Context: an optimization exercise on an open-source flow, tuned for small area. The choices shown serve that exercise and are no tape-out recipe.
RTL that was checked went through simulation tests only; none was proved equivalent to the original.

==> v13: inputs <==
==> flow/design.v <==
`default_nettype none
package l1_pkg;
    typedef logic [$clog2(16)-1:0]                  t_l1_set;
    typedef logic                                             t_l1_way;
    typedef logic [8-1:0]                             t_l1_tag;
    typedef logic [8+$clog2(16)-1:0]        t_paddr;   
    typedef logic [32-1:0]                            t_cl;
    typedef enum logic [1:0] {
        MESI_I,
        MESI_S,
        MESI_E,
        MESI_M
    } t_mesi;
    typedef enum logic [1:0] {
        OP_RD,
        OP_WR,
        OP_FILL,
        OP_INV
    } t_req_op;
    typedef enum logic {
        MM_IDLE,
        MM_RUN
    } t_mm_state;
    typedef struct packed {
        t_req_op op;
        t_paddr  paddr;
        t_cl     wr_data;
        t_cl     fill_data;    
        logic    fill_shared;  
    } t_mempipe_req;
    typedef struct packed {
        t_req_op op;
        logic    hit;
        t_l1_way way;
        t_cl     rd_data;
    } t_mempipe_resp;
    typedef struct packed {
        t_l1_set set;
        t_l1_way way;
        t_l1_tag tag;
        t_mesi   state;
        t_cl     data;
        t_req_op op;
    } t_diff_rec;
endpackage
`default_nettype wire
`default_nettype none
module l1_aoi222 (
    input  logic a0, a1, b0, b1, c0, c1,
    output logic y
);
    assign y = !((a0 && a1) || (b0 && b1) || (c0 && c1));
endmodule
module l1_aoi22 (
    input  logic a0, a1, b0, b1,
    output logic y
);
    assign y = !((a0 && a1) || (b0 && b1));
endmodule
module l1_nand4 (
    input  logic a, b, c, d,
    output logic y
);
    assign y = !(a && b && c && d);
endmodule
module l1_nand3 (
    input  logic a, b, c,
    output logic y
);
    assign y = !(a && b && c);
endmodule
module l1_nand2 (
    input  logic a, b,
    output logic y
);
    assign y = !(a && b);
endmodule
module l1_or3 (
    input  logic a, b, c,
    output logic y
);
    assign y = a || b || c;
endmodule
module l1_or2 (
    input  logic a, b,
    output logic y
);
    assign y = a || b;
endmodule
module l1_mux32 (
    input  logic [31:0] s,
    input  logic [31:0] d,
    output logic        y
);
    logic [10:0] n;
    logic [2:0]  p;
    for (genvar j = 0; j < 10; j++) begin : g_aoi
        l1_aoi222 u_aoi (
            .a0(s[3*j]),   .a1(d[3*j]),
            .b0(s[3*j+1]), .b1(d[3*j+1]),
            .c0(s[3*j+2]), .c1(d[3*j+2]),
            .y(n[j])
        );
    end
    l1_aoi22 u_aoi_last (.a0(s[30]), .a1(d[30]), .b0(s[31]), .b1(d[31]), .y(n[10]));
    l1_nand4 u_n0 (.a(n[0]), .b(n[1]), .c(n[2]),  .d(n[3]), .y(p[0]));
    l1_nand4 u_n1 (.a(n[4]), .b(n[5]), .c(n[6]),  .d(n[7]), .y(p[1]));
    l1_nand3 u_n2 (.a(n[8]), .b(n[9]), .c(n[10]), .y(p[2]));
    l1_or3   u_o  (.a(p[0]), .b(p[1]), .c(p[2]), .y(y));
endmodule
module l1_mux16 (
    input  logic [15:0] s,
    input  logic [15:0] d,
    output logic        y
);
    logic [5:0] n;
    logic [1:0] p;
    for (genvar j = 0; j < 5; j++) begin : g_aoi
        l1_aoi222 u_aoi (
            .a0(s[3*j]),   .a1(d[3*j]),
            .b0(s[3*j+1]), .b1(d[3*j+1]),
            .c0(s[3*j+2]), .c1(d[3*j+2]),
            .y(n[j])
        );
    end
    l1_nand2 u_last (.a(s[15]), .b(d[15]), .y(n[5]));
    l1_nand4 u_n0 (.a(n[0]), .b(n[1]), .c(n[2]), .d(n[3]), .y(p[0]));
    l1_nand2 u_n1 (.a(n[4]), .b(n[5]), .y(p[1]));
    l1_or2   u_o  (.a(p[0]), .b(p[1]), .y(y));
endmodule
module l1_mux4 (
    input  logic [3:0] s,
    input  logic [3:0] d,
    output logic       y
);
    logic [1:0] n;
    l1_aoi22 u_a0 (.a0(s[0]), .a1(d[0]), .b0(s[1]), .b1(d[1]), .y(n[0]));
    l1_aoi22 u_a1 (.a0(s[2]), .a1(d[2]), .b0(s[3]), .b1(d[3]), .y(n[1]));
    l1_nand2 u_n  (.a(n[0]), .b(n[1]), .y(y));
endmodule
`default_nettype wire
`default_nettype none
module l1_top (
    input  logic          clk,
    input  logic          reset,
    input  logic          req_valid,
    output logic          req_ready,
    input  logic [78:0]   req,
    output logic          resp_valid,
    output logic [35:0]   resp,
    output logic          diff_valid,
    input  logic          diff_ready,
    output logic [48:0]   diff
);
    localparam logic [1:0] OP_RD   = 2'd0;
    localparam logic [1:0] OP_WR   = 2'd1;
    localparam logic [1:0] OP_FILL = 2'd2;
    localparam logic [1:0] OP_INV  = 2'd3;
    logic [1:0]  q_op;
    logic [7:0]  q_tag;
    logic [3:0]  q_set;
    logic [31:0] q_wdata;
    logic [31:0] q_fdata;
    logic        q_fs;
    assign {q_op, q_tag, q_set, q_wdata, q_fdata, q_fs} = req;
    logic [7:0]  tag_mem  [32];    
    logic [31:0] data_mem [32];
    logic [31:0] valid;            
    logic [15:0] victim;
    logic        run;
    logic        va, vb;
    logic [1:0]  r_op;
    logic [7:0]  r_tag;
    logic [3:0]  r_set;
    logic        r_fs;
    logic [31:0] r_data;
    logic [7:0]  r_t0, r_t1;
    logic        r_v0, r_v1, r_vic;
    logic [3:0]  b_set;
    logic [1:0]  b_op;
    logic        b_hit;
    logic        b_way;
    logic [15:0] log_hdr [4];      
    logic [31:0] log_dat [4];
    logic [1:0]  al_ptr, wr_ptr, rd_ptr;
    logic [2:0]  count;
    logic        accept;
    logic [15:0] q_sel;
    logic [18:0] set_rd;           
    logic [31:0] new_data;
    assign req_ready = run && !(va && (r_set == q_set)) && !count[2] && !count[1];
    assign accept    = req_valid && req_ready;
    assign new_data  = (q_op == OP_WR) ? q_wdata : q_fdata;
    always_comb begin
        for (int i = 0; i < 16; i++) begin
            q_sel[i] = (q_set == 4'(i));
        end
    end
    for (genvar b = 0; b < 19; b++) begin : g_lk
        logic [15:0] col;
        for (genvar i = 0; i < 16; i++) begin : g_col
            if (b < 8) begin : g_t0
                assign col[i] = tag_mem[2*i][b];
            end else if (b == 8) begin : g_v0
                assign col[i] = valid[2*i];
            end else if (b < 17) begin : g_t1
                assign col[i] = tag_mem[2*i+1][b-9];
            end else if (b == 17) begin : g_v1
                assign col[i] = valid[2*i+1];
            end else begin : g_vic
                assign col[i] = victim[i];
            end
        end
        l1_mux16 u_mux (.s(q_sel), .d(col), .y(set_rd[b]));
    end
    always_ff @(posedge clk) begin
        r_op   <= q_op;
        r_tag  <= q_tag;
        r_set  <= q_set;
        r_fs   <= q_fs;
        r_data <= new_data;
        {r_vic, r_v1, r_t1, r_v0, r_t0} <= set_rd;
    end
    logic        hit0, hit1, hit, way;
    logic        wr_line, inv_hit, flip, rec;
    logic [15:0] r_sel;
    logic [1:0]  line_we_w, valid_we_w;
    assign hit0 = r_v0 && (r_t0 == r_tag);
    assign hit1 = r_v1 && (r_t1 == r_tag);
    assign hit  = hit0 || hit1;
    assign way  = hit ? !hit0 : (!r_v0 ? 1'b0 : (!r_v1 ? 1'b1 : r_vic));
    assign wr_line  = (r_op == OP_WR) || (r_op == OP_FILL) || ((r_op == OP_RD) && !hit);
    assign inv_hit  = (r_op == OP_INV) && hit;
    assign rec      = wr_line || inv_hit;
    assign flip     = wr_line && !hit && r_v0 && r_v1;
    always_comb begin
        for (int i = 0; i < 16; i++) begin
            r_sel[i] = (r_set == 4'(i));
        end
    end
    assign line_we_w[0]  = va && wr_line && !way;
    assign line_we_w[1]  = va && wr_line && way;
    assign valid_we_w[0] = va && rec && !way;
    assign valid_we_w[1] = va && rec && way;
    always_ff @(posedge clk) begin
        for (int s = 0; s < 16; s++) begin
            for (int w = 0; w < 2; w++) begin
                if (r_sel[s] && line_we_w[w]) begin
                    tag_mem[2*s+w]  <= r_tag;
                    data_mem[2*s+w] <= r_data;
                end
            end
        end
    end
    always_ff @(posedge clk) begin
        for (int s = 0; s < 16; s++) begin
            if (!reset) begin
                valid[2*s]   <= 1'b0;
                valid[2*s+1] <= 1'b0;
                victim[s]    <= 1'b0;
            end else begin
                for (int w = 0; w < 2; w++) begin
                    if (r_sel[s] && valid_we_w[w]) begin
                        valid[2*s+w] <= wr_line;
                    end
                end
                if (r_sel[s] && va && flip) begin
                    victim[s] <= !victim[s];
                end
            end
        end
    end
    always_ff @(posedge clk) begin
        for (int i = 0; i < 4; i++) begin
            if (va && rec && (al_ptr == 2'(i))) begin
                log_hdr[i] <= {r_set, way, r_tag, r_fs, r_op};
            end
        end
    end
    always_ff @(posedge clk) begin
        if (!reset) begin
            run        <= 1'b0;
            va         <= 1'b0;
            vb         <= 1'b0;
            resp_valid <= 1'b0;
        end else begin
            run        <= 1'b1;
            va         <= accept;
            vb         <= va;
            resp_valid <= vb;
        end
    end
    always_ff @(posedge clk) begin
        b_set <= r_set;
        b_op  <= r_op;
        b_hit <= hit;
        b_way <= way;
    end
    logic        b_inv_miss;
    logic        b_rec;
    logic [31:0] line_sel;
    logic [31:0] line_data;
    assign b_inv_miss = (b_op == OP_INV) && !b_hit;
    assign b_rec      = !b_inv_miss && !((b_op == OP_RD) && b_hit);
    always_comb begin
        for (int i = 0; i < 32; i++) begin
            line_sel[i] = ({b_set, b_way} == 5'(i)) && !b_inv_miss;
        end
    end
    for (genvar b = 0; b < 32; b++) begin : g_rd
        logic [31:0] col;
        for (genvar i = 0; i < 32; i++) begin : g_col
            assign col[i] = data_mem[i][b];
        end
        l1_mux32 u_mux (.s(line_sel), .d(col), .y(line_data[b]));
    end
    always_ff @(posedge clk) begin
        resp <= {b_op, b_hit, b_way, line_data};
    end
    logic push, pop;
    assign push = vb && b_rec;
    assign pop  = diff_valid && diff_ready;
    always_ff @(posedge clk) begin
        for (int i = 0; i < 4; i++) begin
            if (push && (wr_ptr == 2'(i))) begin
                log_dat[i] <= line_data;
            end
        end
    end
    always_ff @(posedge clk) begin
        if (!reset) begin
            al_ptr <= '0;
            wr_ptr <= '0;
            rd_ptr <= '0;
            count  <= '0;
        end else begin
            if (va && rec) al_ptr <= al_ptr + 1'b1;
            if (push)      wr_ptr <= wr_ptr + 1'b1;
            if (pop)       rd_ptr <= rd_ptr + 1'b1;
            case ({push, pop})
                2'b10:   count <= count + 1'b1;
                2'b01:   count <= count - 1'b1;
                default: count <= count;
            endcase
        end
    end
    logic [3:0]  rd_sel;
    logic [47:0] head;             
    logic [15:0] hdr;
    logic [1:0]  h_op;
    logic [1:0]  h_state;
    always_comb begin
        for (int i = 0; i < 4; i++) begin
            rd_sel[i] = (rd_ptr == 2'(i));
        end
    end
    for (genvar b = 0; b < 48; b++) begin : g_hd
        logic [3:0] col;
        for (genvar i = 0; i < 4; i++) begin : g_col
            if (b < 16) begin : g_h
                assign col[i] = log_hdr[i][b];
            end else begin : g_d
                assign col[i] = log_dat[i][b-16];
            end
        end
        l1_mux4 u_mux (.s(rd_sel), .d(col), .y(head[b]));
    end
    assign hdr        = head[15:0];
    assign h_op       = hdr[1:0];
    assign h_state    = (h_op == OP_WR)  ? 2'd3 :
                        (h_op == OP_INV) ? 2'd0 :
                        (hdr[2] ? 2'd1 : 2'd2);
    assign diff_valid = (count != '0);
    assign diff       = {hdr[15:3], h_state, head[47:16], h_op};
endmodule
`default_nettype wire
==> flow/run.sh <==
#!/bin/bash
# synth_recipe.tcl (not shown) runs the flow's synth.tcl, then flattens the netlist and writes it again
# the make line also repeats each setting of config.mk as NAME=value (left out here)
make -C /OpenROAD-flow-scripts/flow DESIGN_CONFIG=/design/flow/config.mk WORK_HOME=/design/flow/orfs CLKGATE_MAP_FILE= SYNTH_SCRIPT=/design/flow/synth_recipe.tcl finish
==> flow/config.mk <==
export PLATFORM = sky130hd
export DESIGN_NAME = l1_top
export DESIGN_NICKNAME = l1_top
export VERILOG_FILES = /design/flow/design.v
export SDC_FILE = /design/flow/constraint.sdc
export NUM_CORES = 4
export LEC_CHECK = 0
export CAP_MARGIN = 20
export CORE_MARGIN = 2
export CORE_UTILIZATION = 55
export CTS_BUF_LIST = sky130_fd_sc_hd__clkbuf_8
export CTS_CLUSTER_DIAMETER = 50
export CTS_CLUSTER_SIZE = 14
export SLEW_MARGIN = 20
export SYNTH_HIERARCHICAL = 1
==> flow/constraint.sdc <==
create_clock -name core_clock -period 4.5 [get_ports {clk}]
set_input_delay 0.9000 -clock core_clock [delete_from_list [all_inputs] [get_ports {clk}]]
set_output_delay 0.9000 -clock core_clock [all_outputs]
set_load 0.01 [all_outputs]
==> v23: changes against v13 <==
--- a/flow/design.v
+++ b/flow/design.v
@@ -53,8 +53,2 @@
 endmodule
-module l1_aoi22 (
-    input  logic a0, a1, b0, b1,
-    output logic y
-);
-    assign y = !((a0 && a1) || (b0 && b1));
-endmodule
 module l1_nand4 (
@@ -65,8 +59,2 @@
 endmodule
-module l1_nand3 (
-    input  logic a, b, c,
-    output logic y
-);
-    assign y = !(a && b && c);
-endmodule
 module l1_nand2 (
@@ -94,3 +82,3 @@
 );
-    logic [10:0] n;
+    logic [11:0] n;
     logic [2:0]  p;
@@ -104,6 +92,7 @@
     end
-    l1_aoi22 u_aoi_last (.a0(s[30]), .a1(d[30]), .b0(s[31]), .b1(d[31]), .y(n[10]));
-    l1_nand4 u_n0 (.a(n[0]), .b(n[1]), .c(n[2]),  .d(n[3]), .y(p[0]));
-    l1_nand4 u_n1 (.a(n[4]), .b(n[5]), .c(n[6]),  .d(n[7]), .y(p[1]));
-    l1_nand3 u_n2 (.a(n[8]), .b(n[9]), .c(n[10]), .y(p[2]));
+    l1_nand2 u_last0 (.a(s[30]), .b(d[30]), .y(n[10]));
+    l1_nand2 u_last1 (.a(s[31]), .b(d[31]), .y(n[11]));
+    l1_nand4 u_n0 (.a(n[0]), .b(n[1]), .c(n[2]),  .d(n[3]),  .y(p[0]));
+    l1_nand4 u_n1 (.a(n[4]), .b(n[5]), .c(n[6]),  .d(n[7]),  .y(p[1]));
+    l1_nand4 u_n2 (.a(n[8]), .b(n[9]), .c(n[10]), .d(n[11]), .y(p[2]));
     l1_or3   u_o  (.a(p[0]), .b(p[1]), .c(p[2]), .y(y));
@@ -136,5 +125,5 @@
     logic [1:0] n;
-    l1_aoi22 u_a0 (.a0(s[0]), .a1(d[0]), .b0(s[1]), .b1(d[1]), .y(n[0]));
-    l1_aoi22 u_a1 (.a0(s[2]), .a1(d[2]), .b0(s[3]), .b1(d[3]), .y(n[1]));
-    l1_nand2 u_n  (.a(n[0]), .b(n[1]), .y(y));
+    l1_aoi222 u_a0 (.a0(s[0]), .a1(d[0]), .b0(s[1]), .b1(d[1]), .c0(s[2]), .c1(d[2]), .y(n[0]));
+    l1_nand2  u_a1 (.a(s[3]), .b(d[3]), .y(n[1]));
+    l1_nand2  u_n  (.a(n[0]), .b(n[1]), .y(y));
 endmodule
@@ -176,4 +165,4 @@
     logic [31:0] r_data;
-    logic [7:0]  r_t0, r_t1;
-    logic        r_v0, r_v1, r_vic;
+    logic        hit, way;         
+    logic        wr_line, rec, flip;
     logic [3:0]  b_set;
@@ -185,3 +174,3 @@
     logic [1:0]  al_ptr, wr_ptr, rd_ptr;
-    logic [2:0]  count;
+    logic [3:0]  fill;
     logic        accept;
@@ -190,3 +179,3 @@
     logic [31:0] new_data;
-    assign req_ready = run && !(va && (r_set == q_set)) && !count[2] && !count[1];
+    assign req_ready = run && !(va && (r_set == q_set)) && !fill[1];
     assign accept    = req_valid && req_ready;
@@ -215,22 +204,27 @@
     end
+    logic [7:0]  t0, t1;
+    logic        v0, v1, vic;
+    logic        q_hit0, q_hit1, q_hit, q_way;
+    logic        q_wr_line, q_inv_hit;
+    assign {vic, v1, t1, v0, t0} = set_rd;
+    assign q_hit0 = v0 && (t0 == q_tag);
+    assign q_hit1 = v1 && (t1 == q_tag);
+    assign q_hit  = q_hit0 || q_hit1;
+    assign q_way  = q_hit ? !q_hit0 : (!v0 ? 1'b0 : (!v1 ? 1'b1 : vic));
+    assign q_wr_line = (q_op == OP_WR) || (q_op == OP_FILL) || ((q_op == OP_RD) && !q_hit);
+    assign q_inv_hit = (q_op == OP_INV) && q_hit;
     always_ff @(posedge clk) begin
-        r_op   <= q_op;
-        r_tag  <= q_tag;
-        r_set  <= q_set;
-        r_fs   <= q_fs;
-        r_data <= new_data;
-        {r_vic, r_v1, r_t1, r_v0, r_t0} <= set_rd;
+        r_op    <= q_op;
+        r_tag   <= q_tag;
+        r_set   <= q_set;
+        r_fs    <= q_fs;
+        r_data  <= new_data;
+        hit     <= q_hit;
+        way     <= q_way;
+        wr_line <= q_wr_line;
+        rec     <= q_wr_line || q_inv_hit;
+        flip    <= q_wr_line && !q_hit && v0 && v1;
     end
-    logic        hit0, hit1, hit, way;
-    logic        wr_line, inv_hit, flip, rec;
     logic [15:0] r_sel;
     logic [1:0]  line_we_w, valid_we_w;
-    assign hit0 = r_v0 && (r_t0 == r_tag);
-    assign hit1 = r_v1 && (r_t1 == r_tag);
-    assign hit  = hit0 || hit1;
-    assign way  = hit ? !hit0 : (!r_v0 ? 1'b0 : (!r_v1 ? 1'b1 : r_vic));
-    assign wr_line  = (r_op == OP_WR) || (r_op == OP_FILL) || ((r_op == OP_RD) && !hit);
-    assign inv_hit  = (r_op == OP_INV) && hit;
-    assign rec      = wr_line || inv_hit;
-    assign flip     = wr_line && !hit && r_v0 && r_v1;
     always_comb begin
@@ -274,3 +268,3 @@
         for (int i = 0; i < 4; i++) begin
-            if (va && rec && (al_ptr == 2'(i))) begin
+            if (va && rec && (al_ptr == (2'(i) ^ (2'(i) >> 1)))) begin
                 log_hdr[i] <= {r_set, way, r_tag, r_fs, r_op};
@@ -324,3 +318,3 @@
         for (int i = 0; i < 4; i++) begin
-            if (push && (wr_ptr == 2'(i))) begin
+            if (push && (wr_ptr == (2'(i) ^ (2'(i) >> 1)))) begin
                 log_dat[i] <= line_data;
@@ -334,11 +328,11 @@
             rd_ptr <= '0;
-            count  <= '0;
+            fill   <= '0;
         end else begin
-            if (va && rec) al_ptr <= al_ptr + 1'b1;
-            if (push)      wr_ptr <= wr_ptr + 1'b1;
-            if (pop)       rd_ptr <= rd_ptr + 1'b1;
+            if (va && rec) al_ptr <= {al_ptr[0], !al_ptr[1]};
+            if (push)      wr_ptr <= {wr_ptr[0], !wr_ptr[1]};
+            if (pop)       rd_ptr <= {rd_ptr[0], !rd_ptr[1]};
             case ({push, pop})
-                2'b10:   count <= count + 1'b1;
-                2'b01:   count <= count - 1'b1;
-                default: count <= count;
+                2'b10:   fill <= {fill[2:0], 1'b1};
+                2'b01:   fill <= {1'b0, fill[3:1]};
+                default: fill <= fill;
             endcase
@@ -353,3 +347,3 @@
         for (int i = 0; i < 4; i++) begin
-            rd_sel[i] = (rd_ptr == 2'(i));
+            rd_sel[i] = (rd_ptr == (2'(i) ^ (2'(i) >> 1)));
         end
@@ -372,3 +366,3 @@
                         (hdr[2] ? 2'd1 : 2'd2);
-    assign diff_valid = (count != '0);
+    assign diff_valid = fill[0];
     assign diff       = {hdr[15:3], h_state, head[47:16], h_op};
==> flow/flow/run.sh (new file) <==
#!/bin/bash
# The standard layout (the standard.sh, standard synthesis unchanged) with
# two placement/CTS choices made here:
#  - each port is buffered with the smallest buffer, sky130_fd_sc_hd__buf_1;
#  - clock tree synthesis inserts no dummy loads.
# make's and each tool's full output: flow_make.log here, orfs/logs/ per step.
set -o pipefail
bash standard.sh \
    "BUFFER_PORTS_ARGS=-buffer_cell sky130_fd_sc_hd__buf_1" \
    "CTS_ARGS=-sink_clustering_enable -repair_clock_nets -dont_use_dummy_load -buf_list sky130_fd_sc_hd__clkbuf_8 -sink_clustering_size 16 -sink_clustering_max_diameter 60" \
    finish > flow_make.log 2>&1
==> flow/standard.sh (new file) <==
#!/bin/bash
# synth_recipe.tcl (not shown) runs the flow's synth.tcl, then flattens the netlist and writes it again
# the make line also repeats each setting of config.mk as NAME=value (left out here)
make -C /OpenROAD-flow-scripts/flow DESIGN_CONFIG=/design/flow/config.mk WORK_HOME=/design/flow/orfs CLKGATE_MAP_FILE= SYNTH_SCRIPT=/design/flow/synth_recipe.tcl "${@:-finish}"
--- a/flow/config.mk
+++ b/flow/config.mk
@@ -11,4 +11,5 @@
 export CTS_BUF_LIST = sky130_fd_sc_hd__clkbuf_8
-export CTS_CLUSTER_DIAMETER = 50
-export CTS_CLUSTER_SIZE = 14
+export CTS_CLUSTER_DIAMETER = 60
+export CTS_CLUSTER_SIZE = 16
+export PLACE_DENSITY = 0.9
 export SLEW_MARGIN = 20
removed: flow/run.sh
==> v32: changes against v13 <==
--- a/flow/design.v
+++ b/flow/design.v
@@ -176,4 +176,4 @@
     logic [31:0] r_data;
-    logic [7:0]  r_t0, r_t1;
-    logic        r_v0, r_v1, r_vic;
+    logic        hit, way;         
+    logic        wr_line, rec, flip;
     logic [3:0]  b_set;
@@ -185,3 +185,3 @@
     logic [1:0]  al_ptr, wr_ptr, rd_ptr;
-    logic [2:0]  count;
+    logic [3:0]  fill;
     logic        accept;
@@ -190,3 +190,3 @@
     logic [31:0] new_data;
-    assign req_ready = run && !(va && (r_set == q_set)) && !count[2] && !count[1];
+    assign req_ready = run && !(va && (r_set == q_set)) && !fill[1];
     assign accept    = req_valid && req_ready;
@@ -215,22 +215,27 @@
     end
-    always_ff @(posedge clk) begin
-        r_op   <= q_op;
-        r_tag  <= q_tag;
-        r_set  <= q_set;
-        r_fs   <= q_fs;
-        r_data <= new_data;
-        {r_vic, r_v1, r_t1, r_v0, r_t0} <= set_rd;
+    logic [7:0]  t0, t1;
+    logic        v0, v1, vic;
+    logic        q_hit0, q_hit1, q_hit, q_way;
+    logic        q_wr_line, q_inv_hit;
+    assign {vic, v1, t1, v0, t0} = set_rd;
+    assign q_hit0 = v0 && (t0 == q_tag);
+    assign q_hit1 = v1 && (t1 == q_tag);
+    assign q_hit  = q_hit0 || q_hit1;
+    assign q_way  = q_hit ? !q_hit0 : (!v0 ? 1'b0 : (!v1 ? 1'b1 : vic));
+    assign q_wr_line = (q_op == OP_WR) || (q_op == OP_FILL) || ((q_op == OP_RD) && !q_hit);
+    assign q_inv_hit = (q_op == OP_INV) && q_hit;
+    always_ff @(posedge clk) begin
+        r_op    <= q_op;
+        r_tag   <= q_tag;
+        r_set   <= q_set;
+        r_fs    <= q_fs;
+        r_data  <= new_data;
+        hit     <= q_hit;
+        way     <= q_way;
+        wr_line <= q_wr_line;
+        rec     <= q_wr_line || q_inv_hit;
+        flip    <= q_wr_line && !q_hit && v0 && v1;
     end
-    logic        hit0, hit1, hit, way;
-    logic        wr_line, inv_hit, flip, rec;
     logic [15:0] r_sel;
     logic [1:0]  line_we_w, valid_we_w;
-    assign hit0 = r_v0 && (r_t0 == r_tag);
-    assign hit1 = r_v1 && (r_t1 == r_tag);
-    assign hit  = hit0 || hit1;
-    assign way  = hit ? !hit0 : (!r_v0 ? 1'b0 : (!r_v1 ? 1'b1 : r_vic));
-    assign wr_line  = (r_op == OP_WR) || (r_op == OP_FILL) || ((r_op == OP_RD) && !hit);
-    assign inv_hit  = (r_op == OP_INV) && hit;
-    assign rec      = wr_line || inv_hit;
-    assign flip     = wr_line && !hit && r_v0 && r_v1;
     always_comb begin
@@ -274,3 +279,3 @@
         for (int i = 0; i < 4; i++) begin
-            if (va && rec && (al_ptr == 2'(i))) begin
+            if (va && rec && (al_ptr == (2'(i) ^ (2'(i) >> 1)))) begin
                 log_hdr[i] <= {r_set, way, r_tag, r_fs, r_op};
@@ -324,3 +329,3 @@
         for (int i = 0; i < 4; i++) begin
-            if (push && (wr_ptr == 2'(i))) begin
+            if (push && (wr_ptr == (2'(i) ^ (2'(i) >> 1)))) begin
                 log_dat[i] <= line_data;
@@ -334,11 +339,11 @@
             rd_ptr <= '0;
-            count  <= '0;
+            fill   <= '0;
         end else begin
-            if (va && rec) al_ptr <= al_ptr + 1'b1;
-            if (push)      wr_ptr <= wr_ptr + 1'b1;
-            if (pop)       rd_ptr <= rd_ptr + 1'b1;
+            if (va && rec) al_ptr <= {al_ptr[0], !al_ptr[1]};
+            if (push)      wr_ptr <= {wr_ptr[0], !wr_ptr[1]};
+            if (pop)       rd_ptr <= {rd_ptr[0], !rd_ptr[1]};
             case ({push, pop})
-                2'b10:   count <= count + 1'b1;
-                2'b01:   count <= count - 1'b1;
-                default: count <= count;
+                2'b10:   fill <= {fill[2:0], 1'b1};
+                2'b01:   fill <= {1'b0, fill[3:1]};
+                default: fill <= fill;
             endcase
@@ -353,3 +358,3 @@
         for (int i = 0; i < 4; i++) begin
-            rd_sel[i] = (rd_ptr == 2'(i));
+            rd_sel[i] = (rd_ptr == (2'(i) ^ (2'(i) >> 1)));
         end
@@ -372,3 +377,3 @@
                         (hdr[2] ? 2'd1 : 2'd2);
-    assign diff_valid = (count != '0);
+    assign diff_valid = fill[0];
     assign diff       = {hdr[15:3], h_state, head[47:16], h_op};
==> flow/flow/run.sh (new file) <==
#!/bin/bash
# The standard layout (the standard.sh, standard synthesis unchanged) with
# two placement/CTS choices made here:
#  - each port is buffered with the smallest buffer, sky130_fd_sc_hd__buf_1;
#  - clock tree synthesis inserts no dummy loads.
# make's and each tool's full output: flow_make.log here, orfs/logs/ per step.
set -o pipefail
bash standard.sh \
    "BUFFER_PORTS_ARGS=-buffer_cell sky130_fd_sc_hd__buf_1" \
    "CTS_ARGS=-sink_clustering_enable -repair_clock_nets -dont_use_dummy_load -buf_list sky130_fd_sc_hd__clkbuf_16 -sink_clustering_size 30 -sink_clustering_max_diameter 90" \
    finish > flow_make.log 2>&1
==> flow/standard.sh (new file) <==
#!/bin/bash
# synth_recipe.tcl (not shown) runs the flow's synth.tcl, then flattens the netlist and writes it again
# the make line also repeats each setting of config.mk as NAME=value (left out here)
make -C /OpenROAD-flow-scripts/flow DESIGN_CONFIG=/design/flow/config.mk WORK_HOME=/design/flow/orfs CLKGATE_MAP_FILE= SYNTH_SCRIPT=/design/flow/synth_recipe.tcl "${@:-finish}"
--- a/flow/config.mk
+++ b/flow/config.mk
@@ -10,5 +10,5 @@
 export CORE_UTILIZATION = 55
-export CTS_BUF_LIST = sky130_fd_sc_hd__clkbuf_8
-export CTS_CLUSTER_DIAMETER = 50
-export CTS_CLUSTER_SIZE = 14
+export CTS_BUF_LIST = sky130_fd_sc_hd__clkbuf_16
+export CTS_CLUSTER_DIAMETER = 90
+export CTS_CLUSTER_SIZE = 30
 export SLEW_MARGIN = 20
removed: flow/run.sh
==> impl_metrics.py <==
metrics = {
    "run_status": {
        "outcome": "complete, no violations",
    },
    "global_route": {
        "grt_use_met2": 0.461,
        "use_met1": 0.420,
    },
    "route": {
        "vias_per_cell": 6.72,
        "drtPass1Iterations": 7,
    },
    "layout": {
        "area_share_nonclk_buffers": 0.0456,
        "layout_common_cells": "edfxtp_1, a222oi_1, clkdlybuf4s50_1",
    },
    "critical_path": {
        "cp.depth": 6,
    },
    "cts": {
        "post_cts_resized": 1,
    },
}
-- figures above: v13

==> impl_metrics.py <==
metrics = {
    "run_status": {
        "outcome": "complete, no violations",
    },
    "route": {
        "drtPass1Iterations": 13,
        "wirelength_mm": 145,
        "vias_per_cell": 7.17,
    },
    "logic_synthesis": {
        "syn_area_sq_mm": 0.0567,
    },
    "critical_path": {
        "timing.rr.start": "b_set[0]",
        "cp.depth": 5,
        "slowest_delay_ps": 950,
    },
    "layout": {
        "area_growth_pct": 8.73,
        "area_share_nonclk_buffers": 0.0230,
        "layout_common_cells": "edfxtp_1, a222oi_1, nand2_1",
        "stdcell_count": 4652,
    },
    "global_route": {
        "grt_use_met2": 0.415,
        "use_met1": 0.360,
    },
    "cts": {
        "post_cts_resized": 0,
    },
}
-- figures above: v23

==> impl_metrics.py <==
metrics = {
    "cts": {
        "post_cts_resized": 0,
    },
    "layout": {
        "area_share_nonclk_buffers": 0.0285,
        "layout_common_cells": "edfxtp_1, a222oi_1, buf_1",
    },
    "route": {
        "drtPass1Iterations": 11,
    },
    "global_route": {
        "grt_use_met2": 0.461,
        "use_met1": 0.407,
    },
    "run_status": {
        "outcome": "complete, no violations",
    },
}
-- figures above: v32

The RTL of v13 was laid out without a check of its function.

port drivers added, routing unchanged:
The flow's constraints put no driver on any port. The routed layouts listed below were extracted and timed again, unchanged, in two steps. Step 1, drivers: a clkbuf_16 drives clk and a buf_2 each remaining input, both assumed. Step 2 moves the port delays by t, midway between the first and last clock arrival at a register: inputs arrive t later, outputs are due t later. That takes back most of the time a late clock gives input paths. a / b / c = no drivers / after step 1 / after step 2; a / b = the first two.
run	t, ns	slack for setup (ns)	worst setup path at the end	worst slew at a driven data input, ns	cell pins on the clock port's net
v13	0.923	0.257 / 0.187 / 0.612	register to register	0.08	1
v23	0.835	0.583 / 0.507 / 0.173	input to register	0.04	1
v32	0.703	1.001 / 1.001 / 0.358	input to register	0.04	1
After both steps every run listed still meets setup and hold. The setup slack of v32, which loses most, moves by 0.000 ns with the drivers and by -0.643 ns with both steps.
